This is an optimization exercise on Yosys and OpenROAD, whose aim is small area, a short achievable clock period and few clock cycles per item, not a production implementation.
Only simulation tests tie the RTL to the original design; equivalence was not proved.
Power and IR drop assume default switching activity.

### flow/config.mk
export PLATFORM = sky130hd
export DESIGN_NAME = cpu_top
export DESIGN_NICKNAME = cpu_top
export VERILOG_FILES = /design/flow/design.v
export SDC_FILE = /design/flow/constraint.sdc
export NUM_CORES = 4
export LEC_CHECK = 0
export CAP_MARGIN = 20
export CORE_MARGIN = 2
export CORE_UTILIZATION = 40
export SLEW_MARGIN = 20
### flow/constraint.sdc
create_clock -name core_clock -period 8.0 [get_ports {clk}]
set_input_delay 1.6000 -clock core_clock [delete_from_list [all_inputs] [get_ports {clk}]]
set_output_delay 1.6000 -clock core_clock [all_outputs]
set_load 0.01 [all_outputs]
### flow/design.v
package cpu_pkg;
  localparam int data_w    = 16;
  localparam int reg_idx_w = 4;
  typedef enum logic [2:0] {
    op_arith  = 3'b000,
    op_cmpmul = 3'b001,
    op_load   = 3'b010,
    op_store  = 3'b011,
    op_beq    = 3'b100,
    op_jump   = 3'b101
  } opcode_t;
  localparam logic funct_add = 1'b0;
  localparam logic funct_sub = 1'b1;
  localparam logic funct_slt = 1'b0;
  localparam logic funct_mul = 1'b1;
  typedef struct packed {
    opcode_t              opcode;
    logic [reg_idx_w-1:0] rs;
    logic [reg_idx_w-1:0] rt;
    logic [reg_idx_w-1:0] rd;
    logic                 funct;
  } r_fmt_t;
  typedef struct packed {
    opcode_t              opcode;
    logic [reg_idx_w-1:0] rs;
    logic [reg_idx_w-1:0] rt;
    logic signed [4:0]    imm;
  } i_fmt_t;
  typedef struct packed {
    opcode_t     opcode;
    logic [11:0] target;
    logic        unused;
  } j_fmt_t;
  typedef union packed {
    r_fmt_t r_fmt;
    i_fmt_t i_fmt;
    j_fmt_t j_fmt;
  } instr_t;
  typedef enum logic [2:0] {
    st_fetch,
    st_decode,
    st_execute,
    st_memory,
    st_writeback
  } core_state_t;
  localparam logic region_instr = 1'b0;
  localparam logic region_data  = 1'b1;
endpackage
module cpu_top #(
  parameter int addr_w = 12
) (
  input  logic                       clk,
  input  logic                       rst_n,
  output logic                       io_stall,
  output logic                       mem_req,
  output logic                       mem_we,
  output logic [addr_w:0]            mem_addr,
  output logic [cpu_pkg::data_w-1:0] mem_wdata,
  input  logic                       mem_ack,
  input  logic [cpu_pkg::data_w-1:0] mem_rdata
);
  localparam int dw = cpu_pkg::data_w;
  logic              q_data;    
  logic              q_ld;      
  logic [3:0]        ld_rt;     
  logic [addr_w-1:0] fpc;       
  logic              ir_v;
  logic [15:0]       ir;
  logic              ir_jd;     
  logic              ir_f;      
  logic [dw-1:0]     op_a;      
  logic [dw-1:0]     op_b;      
  logic [dw-1:0]     regs [0:15];
  logic [1:0]        pend;      
  logic [2:0]        op;
  logic [3:0]        rs, rt, rd;
  logic              is_load, is_store, is_mem, is_alu, is_beq, is_jump;
  logic              uses_rs, uses_rt;
  logic              hazard, ex, redir, arr, w_jump, nxt_data, nxt_fetch;
  logic [addr_w-1:0] beq_tgt, fetch_nx;
  logic [dw-1:0]     alu_out;
  logic              ld_wr, wr_en;
  logic [3:0]        wr_idx;
  logic [dw-1:0]     wr_data;
  logic [3:0]        idx_a, idx_b;
  logic [1:0]        n_ret;
  assign op       = ir[15:13];
  assign rs       = ir[12:9];
  assign rt       = ir[8:5];
  assign rd       = ir[4:1];
  assign is_load  = (op == 3'b010);
  assign is_store = (op == 3'b011);
  assign is_mem   = (op[2:1] == 2'b01);
  assign is_alu   = (op[2:1] == 2'b00);
  assign is_beq   = (op == 3'b100);
  assign is_jump  = (op == 3'b101);
  assign uses_rs  = is_alu || is_mem || is_beq;
  assign uses_rt  = is_alu || is_store || is_beq;
  assign hazard = q_data && q_ld &&
                  (is_alu || is_load || (uses_rs && rs == ld_rt) || (uses_rt && rt == ld_rt));
  assign ex     = ir_v && !hazard;
  assign redir  = ex && ((is_beq && op_a == op_b) || (is_jump && !ir_jd));
  assign arr    = mem_ack && !q_data && !redir;
  assign w_jump = (mem_rdata[15:13] == 3'b101);
  always_comb begin
    case ({op[0], ir[0]})
      2'b00:   alu_out = op_a + op_b;
      2'b01:   alu_out = op_a - op_b;
      2'b10:   alu_out = {{(dw-1){1'b0}}, ($signed(op_a) < $signed(op_b))};
      default: alu_out = op_a * op_b;
    endcase
  end
  assign ld_wr   = q_data && q_ld;
  assign wr_en   = mem_ack && (ld_wr || (ex && is_alu));
  assign wr_idx  = ld_wr ? ld_rt : rd;
  assign wr_data = ld_wr ? mem_rdata : alu_out;
  always_ff @(posedge clk or negedge rst_n) begin
    if (!rst_n) begin
      for (int i = 0; i < 16; i++) regs[i] <= '0;
    end else if (wr_en) begin
      regs[wr_idx] <= wr_data;
    end
  end
  assign idx_a = (mem_ack && !q_data) ? mem_rdata[12:9] : rs;
  assign idx_b = (mem_ack && !q_data) ? mem_rdata[8:5]  : rt;
  always_ff @(posedge clk) begin
    op_a <= (wr_en && wr_idx == idx_a) ? wr_data : regs[idx_a];
    op_b <= (wr_en && wr_idx == idx_b) ? wr_data : regs[idx_b];
  end
  assign beq_tgt   = fpc + addr_w'($signed({ir[4], ir[4:0]}) - $signed({5'b0, ir_f}));
  assign nxt_data  = ex && is_mem;
  assign nxt_fetch = !nxt_data;
  assign fetch_nx  = redir ? (is_jump ? ir[12:1] : beq_tgt) :
                     (arr && w_jump) ? mem_rdata[12:1] : fpc;
  always_ff @(posedge clk or negedge rst_n) begin
    if (!rst_n) begin
      mem_req   <= 1'b0;
      mem_we    <= 1'b0;
      mem_addr  <= '0;
      mem_wdata <= '0;
      q_data    <= 1'b0;
      q_ld      <= 1'b0;
      ld_rt     <= '0;
      fpc       <= addr_w'(1);
    end else begin
      mem_req <= 1'b1;
      if (mem_ack) begin
        if (nxt_data) begin
          mem_we    <= is_store;
          mem_addr  <= {1'b1, op_a[addr_w-1:0] + addr_w'($signed(ir[4:0]))};
          mem_wdata <= op_b;
          q_data    <= 1'b1;
          q_ld      <= is_load;
          ld_rt     <= rt;
        end else begin
          mem_we    <= 1'b0;
          mem_addr  <= {1'b0, fetch_nx};
          q_data    <= 1'b0;
          q_ld      <= 1'b0;
          fpc       <= fetch_nx + addr_w'(1);
        end
      end
    end
  end
  assign n_ret = 2'(mem_ack && ex && !is_mem) + 2'(mem_ack && q_data);
  always_ff @(posedge clk or negedge rst_n) begin
    if (!rst_n) begin
      ir_v  <= 1'b0;
      ir    <= '0;
      ir_jd <= 1'b0;
      ir_f  <= 1'b0;
      pend  <= '0;
    end else begin
      pend <= pend - 2'(pend != 2'd0) + n_ret;
      if (mem_ack) begin
        if (arr) begin
          ir    <= mem_rdata;
          ir_v  <= 1'b1;
          ir_jd <= w_jump && nxt_fetch;
          ir_f  <= nxt_fetch;
        end else if (ex) begin
          ir_v  <= 1'b0;
        end else begin
          ir_f  <= ir_f || nxt_fetch;
        end
      end
    end
  end
  assign io_stall = (pend == 2'd0);
endmodule
### flow/run.sh
#!/bin/bash
# synth_recipe.tcl (not shown) runs the flow's synth.tcl, then flattens the netlist and writes it again
# the make line also repeats each setting of config.mk as NAME=value (left out here)
make -C /OpenROAD-flow-scripts/flow DESIGN_CONFIG=/design/flow/config.mk WORK_HOME=/design/flow/orfs CLKGATE_MAP_FILE= SYNTH_SCRIPT=/design/flow/synth_recipe.tcl finish
==> run notes <==
[state kept, by name, indices dropped and copies added, names as in the netlist, 2 cells and up]
| name | cells |
|---|---|
| ld_rt | 4 |
| mem_wdata | 16 |
| pend | 2 |
| fpc | 12 |
| mem_addr | 13 |
| op_a | 16 |
| regs | 256 |
| ir | 16 |
| op_b | 16 |
[per-layer routing]
| layer | global-route usage | vias to the layer above |
|---|---|---|
| li1 | - | 9391 |
| met1 | 0.3754 | 10470 |
| met2 | 0.4375 | 1307 |
| met3 | 0.06312 | 326 |
| met4 | 0.1356 | 6 |
| met5 | 0 | - |
[synthesized netlist by cell type (all sizes together) (19+ instances only)]
library cell | number | area (sq um)
a21o | 21 | 157.7
a21oi | 109 | 549.3
a22oi | 209 | 1569
a31oi | 27 | 168.9
and2 | 48 | 300.3
buf | 31 | 160.2
clkbuf | 131 | 491.7
dfrtp | 324 | 8108
dfxtp | 32 | 640.6
fa | 85 | 1702
ha | 106 | 1326
inv | 172 | 645.6
mux2 | 98 | 1104
mux2i | 41 | 410.4
nand2 | 412 | 1546
nand2b | 22 | 137.6
nand3 | 25 | 125.1
nand4 | 45 | 281.5
nor2 | 151 | 566.8
nor3 | 48 | 240.2
o21ai | 234 | 1171
o22ai | 19 | 118.9
or3 | 20 | 130.1
xnor2 | 57 | 499.2
xor2 | 36 | 315.3
[metrics by stage]
step / cells / power (mW) / hold WS [ns]
2_1_floorplan: 2675 / 5.923 / 0.4383
3_3_place_gp: 3398 / 7.434 / 0.4521
3_5_place_dp: 3398 / 7.548 / 0.4634
4_1_cts: 3476 / 9.641 / 0.4754
5_1_grt: 3476 / 10.29 / 0.4911
6_report: 3476 / 9.730 / 0.4734
[worst max-delay path: cells and delay by family, from the launching register on]
kind | cells | cell delay (ns)
buffers and inverters | 3 | 0.71
adder cells (fa/ha/maj) | 7 | 2.83
AND/OR/NAND/NOR | 3 | 0.53
XOR/XNOR | 1 | 0.20
AO/OA/AOI/OAI | 5 | 1.62
flip-flops | 1 | 0.78
[cell type report]
cell class                 instances  area [sq um]  area share
multi-input combinational       1983         13910      0.5197
sequential                       357          8775      0.3278
clock buffer                      63          1282     0.04791
timing repair buffer             112         983.4     0.03674
clock inverter                    15         201.4    0.007525
tap                              773         967.2     0.03613
inverter                         173         649.4     0.02426
[path summary, 6_finish.rpt]
path / start / endpoint / depth (start not counted)
worst max register to register: op_a[1]$_DFF_P_ / regs[12][14]$_DFFE_PN0P_ / 19
worst min-delay path: pend[1]$_DFF_PN0_ / pend[1]$_DFF_PN0_ / 1
worst min register to register: pend[1]$_DFF_PN0_ / pend[1]$_DFF_PN0_ / 1
worst max-delay path: op_a[1]$_DFF_P_ / regs[12][14]$_DFFE_PN0P_ / 19
max in group asynchronous: rst_n / regs[9][7]$_DFFE_PN0P_ / 2
min in group asynchronous: rst_n / fpc[6]$_DFFE_PN0P_ / 1
[cell families after synthesis]
group	Yosys count	synth area share
mux	139	0.06324
fa+ha+maj	191	0.1265
buf+inv	335	0.05435
simple gates	833	0.1594
flops	357	0.3665
compound gates	725	0.1949
xor+xnor	94	0.03496
other cells	1	0.0001566
[where the power goes]
group          leakage [nW]  switching [mW]  internal (mW)  total [mW]
registers              4.64           0.775           2.51        3.28
clock network         0.722           0.849           1.22        2.07
logic                  6.57            2.74           1.65        4.38
==> impl_metrics.env <==
export IMPL_wl_per_cell_um=25.43
export IMPL_fillers=5616
export IMPL_post_route_period_util=0.8588
export IMPL_met3_wirelength_mm=9.597
export IMPL_syn_area_sq_um=23940
export IMPL_fin_tns_setup_ns=0
export IMPL_die_w_um=248.6
export IMPL_vias=21500
export IMPL_ant_nets=0
export IMPL_drc_errors=0
export IMPL_cts_sinks=357
export IMPL_crit_required_ns=8.41
export IMPL_r2r_slack_ns=1.13
export IMPL_overflow=0
export IMPL_num_rows=89
export IMPL_dr_wl_met2_mm=38.61
export IMPL_gp_congestion=0.9726
export IMPL_yosys_warnings=2
export IMPL_layout_common_cells="nand2_1 (412), dfrtp_1 (324), a22oi_1 (209)"
export IMPL_htree_num_levels=2
export IMPL_end_kind="flop"
export IMPL_place_hpwl_mm=57.26
export IMPL_worstSkewPairLatency_ns=0.60
export IMPL_finClkSkew_ns=0.04076
export IMPL_drive_gt1_frac=0.09989
export IMPL_timing_slew_headroom=0.2956
export IMPL_critPathArrivalTime_ns=7.28
export IMPL_avgSynthCellArea_sq_um=8.950
export IMPL_start_util=0.4049
export IMPL_final_common_cell="nand2_1"
export IMPL_vdd_drop_max_mv=0.1802
export IMPL_numCtsBuffers=42
export IMPL_clk_path_buf_depth=3
export IMPL_synth_edff_count=0
export IMPL_viasPerCell=6.186
export IMPL_final_setup_worst_slack_ns=1.129
export IMPL_met1Wirelength_mm=35.49
export IMPL_core_sq_um=59130
export IMPL_cp_slowest_cell="dfxtp_1"
export IMPL_drtIter0Drc=2559
export IMPL_tightest_slew_ns=1.057
export IMPL_slew_viol_final=0
export IMPL_nNetsFinal=2879
export IMPL_fin_crit_ns=6.871
export IMPL_path_max_fanout=18
export IMPL_grt_max_degree=149
export IMPL_maxCapViolCount=0
export IMPL_cts_resized=0
export IMPL_finalHoldViolCount=0
export IMPL_routed_wirelength_mm=88.39
export IMPL_hp_class="flop to flop"
export IMPL_ys_seq_elements=357
export IMPL_final_area_sq_um=26770
export IMPL_gr_usage_all_layers=0.2826
export IMPL_pin_count=51
export IMPL_first_pass_iters=22
export IMPL_placed_area_sq_um=25280
export IMPL_cts_hold_buf=0
export IMPL_crit_type="flop to flop"
export IMPL_utilization=0.4527
export IMPL_power_density_nw_per_um2=363.5
export IMPL_dieArea_sq_um=61820
export IMPL_synth_seq_area_share=0.3665
export IMPL_synth_cell_types=85
export IMPL_diodes=0
export IMPL_critPathMostFrequentCell="fa_1"
export IMPL_status="timing/DRC/antenna clean"
export IMPL_die_y_um=248.6
export IMPL_cts_setup_buffers=0
export IMPL_cts_root_buf="clkbuf_16"
export IMPL_grt_pass1_vias=21530
export IMPL_clk_transition_reported_paths_ns=0.06
export IMPL_netlist_instances=2675
export IMPL_p_leak_nw=11.93
export IMPL_io_buffers=50
export IMPL_grt_pass1_wl_mm=133.9
export IMPL_synth_async_reset_ratio=0.9104
export IMPL_synth_fp_nets=2885
export IMPL_fmax_mhz=145.5
export IMPL_critical_path_max_stage_delay_ns=0.78
export IMPL_rsz0062_at_grt="no"
export IMPL_highest_layer="met5"
export IMPL_antenna_found_initial=4
export IMPL_cp_cell_sequence="clkinv_1, nor2_1, fa_1, fa_1, ha_1, fa_1, inv_1, fa_1, fa_1, inv_1, ha_1, nor3_1, o21a_1, nor3_1, o31ai_1, xnor2_1, a221oi_1, o22a_1, o21ai_0"
export IMPL_ys_flop_type="dfrtp_1"
export IMPL_start_kind="flop"
export IMPL_cts_tree="yes"
export IMPL_post_place_ws_ns=1.215
export IMPL_syn2layout_area_growth_pct=11.82
export IMPL_setup_viol=0
Testbench counts, summed over its fixed seeds: cycles 32,594, instrs 24,000.

## separate check: timing with driven ports
How much do the figures lean on ideal ports? The routed layout below was timed once more, with nothing changed but the port constraints. Step 1: set_driving_cell puts a clkbuf_16 on clk and a buf_2 on each other input, an assumption about the parent block. Step 2 times the ports against the registers' clock, not the clock port: input delays grow and output delays shrink by t, the midpoint of the rising clock arrivals with the driver on. a / b / c = no drivers / after step 1 / after step 2; a / b = the first two.
t, ns: 0.641
setup slack, ns: 1.129 / 1.129 / 1.129
worst setup path at the end: register to register
After both steps setup and hold are still met in this run. For this run, drivers alone change the setup slack by 0.000 ns; drivers and shift together by 0.000 ns.
